This design comes from an exercise in tuning for small area, a short achievable clock period and few clock cycles per item on the open sky130 flow, not from production work.
Only simulation tests tie the RTL to the original design; equivalence was not proved.
Power and IR drop assume default switching activity.

### flow/design.v
`timescale 1ns/100ps
`default_nettype none
module im_compression_top (
    input  logic        clk,
    input  logic        rst_n,
    input  logic        psel,
    input  logic        penable,
    input  logic        pwrite,
    input  logic [3:0]  paddr,
    input  logic [31:0] pwdata,
    output logic [31:0] prdata,
    output logic        pready,
    output logic        pslverr,
    output logic        rd_en,
    output logic [15:0] rd_addr,
    input  logic [23:0] rd_data,
    output logic        wr_en,
    output logic [15:0] wr_addr,
    output logic [23:0] wr_data
);
    logic [15:0] src_q;
    logic [15:0] dst_q;
    logic        busy_q;
    logic        done_q;
    logic [15:0] prdata_q;
    logic        pslverr_q;
    logic        setup_wr;
    logic        src_wr_p;      
    logic        dst_wr_p;      
    logic        start_p;       
    logic        start;
    logic        frame_done;
    logic        busy_n;
    logic        done_n;
    logic        rd_en_q;
    logic [15:0] rd_addr_q;
    logic [6:0]  cnt_q;         
    logic [15:0] step;
    logic        step13;        
    logic        stepm47;       
    logic        first_d;       
    logic        last_d;        
    logic [11:0] acc_r;
    logic [11:0] acc_g;
    logic [11:0] acc_b;
    logic        wr_en_q;
    logic [15:0] wr_addr_q;
    assign setup_wr   = psel & ~penable & pwrite;
    assign start      = start_p & penable;
    assign frame_done = wr_en_q & ~rd_en_q;     
    assign busy_n = busy_q & ~frame_done;
    assign done_n = done_q | frame_done;
    always_ff @(posedge clk) begin
        if (!rst_n) begin
            src_q     <= '0;
            dst_q     <= '0;
            busy_q    <= 1'b0;
            done_q    <= 1'b0;
            prdata_q  <= '0;
            pslverr_q <= 1'b0;
            src_wr_p  <= 1'b0;
            dst_wr_p  <= 1'b0;
            start_p   <= 1'b0;
        end else begin
            src_wr_p  <= setup_wr & (paddr == 4'h0);
            dst_wr_p  <= setup_wr & (paddr == 4'h4);
            start_p   <= setup_wr & (paddr == 4'h8) & pwdata[0] & ~busy_n;
            if (src_wr_p && penable) src_q <= pwdata[15:0];
            if (dst_wr_p && penable) dst_q <= pwdata[15:0];
            if (start) begin
                busy_q <= 1'b1;
                done_q <= 1'b0;
            end else if (frame_done) begin
                busy_q <= 1'b0;
                done_q <= 1'b1;
            end
            case (paddr)
                4'h0:    prdata_q <= src_q;
                4'h4:    prdata_q <= dst_q;
                4'hc:    prdata_q <= {14'd0, done_n, busy_n};
                default: prdata_q <= '0;
            endcase
            pslverr_q <= psel & ((paddr[1:0] != 2'b00) |
                                 (pwrite & (paddr == 4'h8) & pwdata[0] & busy_n));
        end
    end
    assign prdata  = {16'd0, prdata_q};
    assign pready  = 1'b1;
    assign pslverr = pslverr_q;
    always_ff @(posedge clk) begin
        if (start) begin
            cnt_q   <= '0;
            step13  <= 1'b0;
            stepm47 <= 1'b0;
        end else begin
            cnt_q   <= cnt_q + 7'd1;
            step13  <= (cnt_q[1:0] == 2'd2) & (cnt_q[3:2] != 2'd3);
            stepm47 <= (cnt_q[1:0] == 2'd2) & (cnt_q[3:2] == 2'd3) & (cnt_q[5:4] != 2'd3);
        end
    end
    assign step = {{9{stepm47}}, stepm47, 1'b0, stepm47, step13, step13, 1'b0, 1'b1};
    always_ff @(posedge clk) begin
        if (start) rd_addr_q <= src_q;
        else       rd_addr_q <= rd_addr_q + step;
    end
    always_ff @(posedge clk) begin
        if (!rst_n) begin
            rd_en_q <= 1'b0;
        end else if (start) begin
            rd_en_q <= 1'b1;
        end else if (cnt_q == 7'h7f) begin
            rd_en_q <= 1'b0;
        end
    end
    assign rd_en   = rd_en_q;
    assign rd_addr = rd_addr_q;
    always_ff @(posedge clk) begin
        if (!rst_n) begin
            last_d  <= 1'b0;
            wr_en_q <= 1'b0;
        end else begin
            last_d  <= rd_en_q & (cnt_q[3:0] == 4'hf);
            wr_en_q <= last_d;
        end
    end
    always_ff @(posedge clk) begin
        first_d <= (cnt_q[3:0] == 4'h0);
        acc_r <= (acc_r & {12{~first_d}}) + {4'd0, rd_data[23:16]};
        acc_g <= (acc_g & {12{~first_d}}) + {4'd0, rd_data[15:8]};
        acc_b <= (acc_b & {12{~first_d}}) + {4'd0, rd_data[7:0]};
    end
    always_ff @(posedge clk) begin
        if (start) wr_addr_q <= dst_q;
        else       wr_addr_q <= wr_addr_q + {15'd0, wr_en_q};
    end
    assign wr_en   = wr_en_q;
    assign wr_addr = wr_addr_q;
    assign wr_data = {acc_r[11:4], acc_g[11:4], acc_b[11:4]};
endmodule
`default_nettype wire
### flow/flow/run.sh
#!/bin/bash
# The standard layout (standard.sh), with two changes:
#  - the port buffers are buf_1 cells rather than the delay buffer buffer_ports picks;
#  - CTS builds its tree from clkbuf_8 cells and adds no dummy loads.
# Synthesis is the standard one. The full output goes to standard.log here.
set -euo pipefail
bash standard.sh \
  "BUFFER_PORTS_ARGS=-buffer_cell sky130_fd_sc_hd__buf_1" \
  "CTS_ARGS=-sink_clustering_enable -repair_clock_nets -buf_list sky130_fd_sc_hd__clkbuf_8 -sink_clustering_size 20 -sink_clustering_max_diameter 60 -dont_use_dummy_load" \
  finish > standard.log 2>&1
### flow/standard.sh
#!/bin/bash
# synth_recipe.tcl (not shown) runs the flow's synth.tcl, then flattens the netlist and writes it again
# the make line also repeats each setting of config.mk as NAME=value (left out here)
make -C /OpenROAD-flow-scripts/flow DESIGN_CONFIG=/design/flow/config.mk WORK_HOME=/design/flow/orfs CLKGATE_MAP_FILE= SYNTH_SCRIPT=/design/flow/synth_recipe.tcl "${@:-finish}"
### flow/config.mk
export PLATFORM = sky130hd
export DESIGN_NAME = im_compression_top
export DESIGN_NICKNAME = im_compression_top
export VERILOG_FILES = /design/flow/design.v
export SDC_FILE = /design/flow/constraint.sdc
export NUM_CORES = 4
export LEC_CHECK = 0
export ABC_AREA = 1
export CAP_MARGIN = 20
export CORE_MARGIN = 2
export CORE_UTILIZATION = 40
export SETUP_SLACK_MARGIN = 2.5
export SLEW_MARGIN = 20
### flow/constraint.sdc
create_clock -name core_clock -period 4.5 [get_ports {clk}]
set_input_delay 0.9000 -clock core_clock [delete_from_list [all_inputs] [get_ports {clk}]]
set_output_delay 0.9000 -clock core_clock [all_outputs]
set_load 0.01 [all_outputs]
==> reports/results.ini <==
[run_status]
status=complete, no violations

[clock_tree]
cts_buffer_depth=2
clock-root-buffer=clkbuf_8
cts_made_buffers=17
cts_max_level=4
cts.sinks=135
holdBufCountCts=0
clk_latency_ns=0.44
cts_tree=yes
cts.clk_slew.worst_paths_ns=0.08

[min_path]
worstHoldStart=last_d$_SDFF_PN0_
holdPathEnd=wr_en_q$_SDFF_PN0_
worstHoldPathType=reg -> reg
holdPathStages=2

[sta]
tns_ns=0
worst_pin_slew_ns=0.883
skew_ns=0.0246
fin_crit_ns=1.93
hold_viol=0
max_freq_mhz=519
whs_ns=0.447
period_share_pct=42.8
finalSetupViolations=0
slew_viol_final=0
maxSlewHeadroom_pct=41.0
rsz0062_at_grt=yes

[synth]
synthAdderAreaFrac_pct=8.30
synth_top_area_share_pct=38.3
synth-xor-area-share_pct=4.47
ys_ff_latch=135
synth_compound_area_share_pct=11.7
synth_top_family_by_area=simple AND/OR/NAND/NOR gates
avgSynthCellArea_um2=7.39
seq_area_frac_synth_pct=38.3
muxShareOfSynthArea_pct=0
synth_cell_types=43
syn_inst=955
synth_area_leaders=dfxtp_1 38%, nand2_1 9.0%, ha_1 7.4%, inv_1 6.9%, nor2_1 5.6%
yosysTopAreaCell=dfxtp_1
syn_area_um2=7060
ys_warn_count=1
synthSimpleGateAreaFrac_pct=23.6

[critical_path]
path_max_fanout=5
r2r-start=first_d$_DFF_P_
worstSetupStartpointType=register
worst-setup-path-type=reg -> out
cp_top_family=flip-flops
cp.required_ns=3.60
arrival_ns=1.03
slowest_delay_ns=0.41
critical_path_buf_inv_count=1
slowest_stage=dfxtp_1
rrSetupSlack_ns=2.61
crit_path_end_kind=output port
crit_chain=buf_1
crit-reg2reg-capture=acc_g[9]$_DFF_P_
reg2reg_depth=10

[die]
start_util_pct=40.8
dieArea_um2=18700
ios=157
fp.dieH_um=137
fp.dieW_um=137
design.core.area_um2=17300
rows=48

[grt]
grt_pass1_wl_mm=25.9
grt-ovfl-total=0
grt_pass1_vias=5379
grt_usage_pct=17.6
grt_max_degree=49
antenna_found_initial=0

[power]
powerDensity_nw_per_um2=530
peakVddDrop_v=0.000324
p_total_mw=4.13
power.leakage_nw=3.50

[finish]
syn2layout_area_growth_pct=10.4
fin_cells=1274
n_antenna_cell=0
fillers=1823
drive_gt1_share_pct=7.15
layout.nets=1161
final_util_pct=45.1

[routing]
drtPass1Iterations=4
drc=0
viasPerCell=4.64
routedWlPerCell_um=12.4
drtAntennaViolNets=0
wirelength_mm=15.8
drtIter0Drc=196
vias=5906

[placed_design]
dpl.cell_count=1255
gp_congestion=0.813
port_buffers=123
hpwl_mm=11.8

[job]
cap_violations=0

==> power breakdown <==
| group | internal, mW | switching [mW] |
|---|---|---|
| registers | 1.49 | 0.155 |
| clock network | 0.332 | 0.405 |
| logic | 0.698 | 1.05 |
| total | 2.52 | 1.61 |
==> layout by cell type, fill, tap and decap left out, types with 4 or more instances in the layout <==
master and count:
a21oi_1 65, buf_1 122, buf_4 5, clkbuf_8 17, conb_1 17, dfxtp_1 129
dfxtp_2 5, ha_1 39, inv_1 130, nand2_1 165, nand2_2 8, nand3_1 50
nand3_2 14, nand3b_1 4, nand4_1 11, nor2_1 105, nor3_1 6, o21ai_0 57
o21ai_1 7, o22ai_1 14, xnor2_1 16, xor2_1 20
==> sequential cells by signal, summed over array words and instances, names as in the netlist <==
register,count
dst_q,16
prdata_q,16
rd_addr_q,16
src_q,16
wr_addr_q,16
acc_b,12
acc_g,12
acc_r,12
cnt_q,7
busy_q,1
done_q,1
dst_wr_p,1
first_d,1
last_d,1
pslverr_q,1
rd_en_q,1
src_wr_p,1
start_p,1
step13,1
stepm47,1
wr_en_q,1
==> cells by family (layout without fill, tap and decap cells) <==
kind of cell,Yosys count,count (layout)
other,2,17
AO/OA/AOI/OAI,154,154
adder cells (fa/ha/maj),45,45
XOR/XNOR,36,36
flip-flops,135,135
buffers and inverters,203,282
AND/OR/NAND/NOR,380,380
==> routing by layer <==
metal / vias to the layer above / track usage (%) / share of wire, %
li1: 3186 / - / -
met5: - / 0 / 0
met3: 12 / 5.04 / 5.6
met2: 132 / 29.8 / 46
met4: 0 / 4.41 / 0.90
met1: 2576 / 22.0 / 47
==> Yosys cell counts (all sizes together) <==
master,count
nand2,176
dfxtp,135
inv,134
nor2,110
a21oi,65
nand3,64
o21ai,64
buf,52
ha,42
xor2,20
xnor2,16
clkbuf,14
o22ai,14
nand4,11
nor3,8
nand3b,4
or2,4
a21o,3
clkinv,3
fa,3
conb,2
nor4,2
o21bai,2
a211oi,1
a31o,1
and2,1
o2111a,1
o21a,1
o221ai,1
o31ai,1
==> worst max-delay path by stage <==
stage                                     from                    end  slack, ns  depth (start not counted)
after detailed placement               penable   wr_addr_q[2]$_DFF_P_       1.98                          5
final                     wr_addr_q[3]$_DFF_P_             wr_addr[3]       2.57                          1
after CTS                      first_d$_DFF_P_       acc_g[9]$_DFF_P_       2.49                         10
after global routing           first_d$_DFF_P_       acc_g[9]$_DFF_P_       2.41                         10
after global placement                 penable  wr_addr_q[12]$_DFF_P_       2.00                          5
after floorplan                     rd_data[8]      acc_g[10]$_DFF_P_       2.47                          8
==> final cells by class <==
| type | instances | area, um^2 | area share (%) |
|---|---|---|---|
| clock buffer | 17 | 234 | 3.00 |
| tap | 225 | 282 | 3.61 |
| multi-input combinational | 632 | 3540 | 45.5 |
| sequential | 135 | 2710 | 34.8 |
| timing repair buffer | 128 | 500 | 6.42 |
| inverter | 137 | 520 | 6.68 |
==> stage by stage <==
step | area, um^2 | setup slack (ns)
final | 7790 | 2.57
after floorplan | 7200 | 2.47
after global routing | 7790 | 2.41
after detailed placement | 7530 | 1.98
after CTS | 7770 | 2.49
after global placement | 7530 | 2.00
==> what timing repair did <==
item	in CTS	in global routing
gates resized for setup	4	7
pin swaps	0	0
setup buffers	0	2
setup endpoints to repair	32	20
Testbench counts, summed over its fixed seeds: cycles 12,864, frames 96.

==> separate check: timing with driven ports <==
The flow's constraints put no driver on any port. The routed layout listed below was extracted and timed again, unchanged, in two steps. Step 1, drivers: a clkbuf_16 drives clk and a buf_2 each remaining input, both assumed. Step 2 adds t to the input delays and takes it off the output delays; t is the mean of the earliest and latest rising clock arrival at the registers after step 1. Input paths then give back, and output paths get back, about the clock's delay inside the block. Three values: no drivers, after step 1, after step 2; two values: the first two.
shift t [ns]: 0.464
slack for setup (ns): 2.574 / 2.538 / 2.136
slew at the worst register clock pin (ns): 0.08 / 0.08
After both steps setup and hold are still met in this run. The setup slack of this run moves by -0.036 ns with the drivers and by -0.438 ns with both steps.
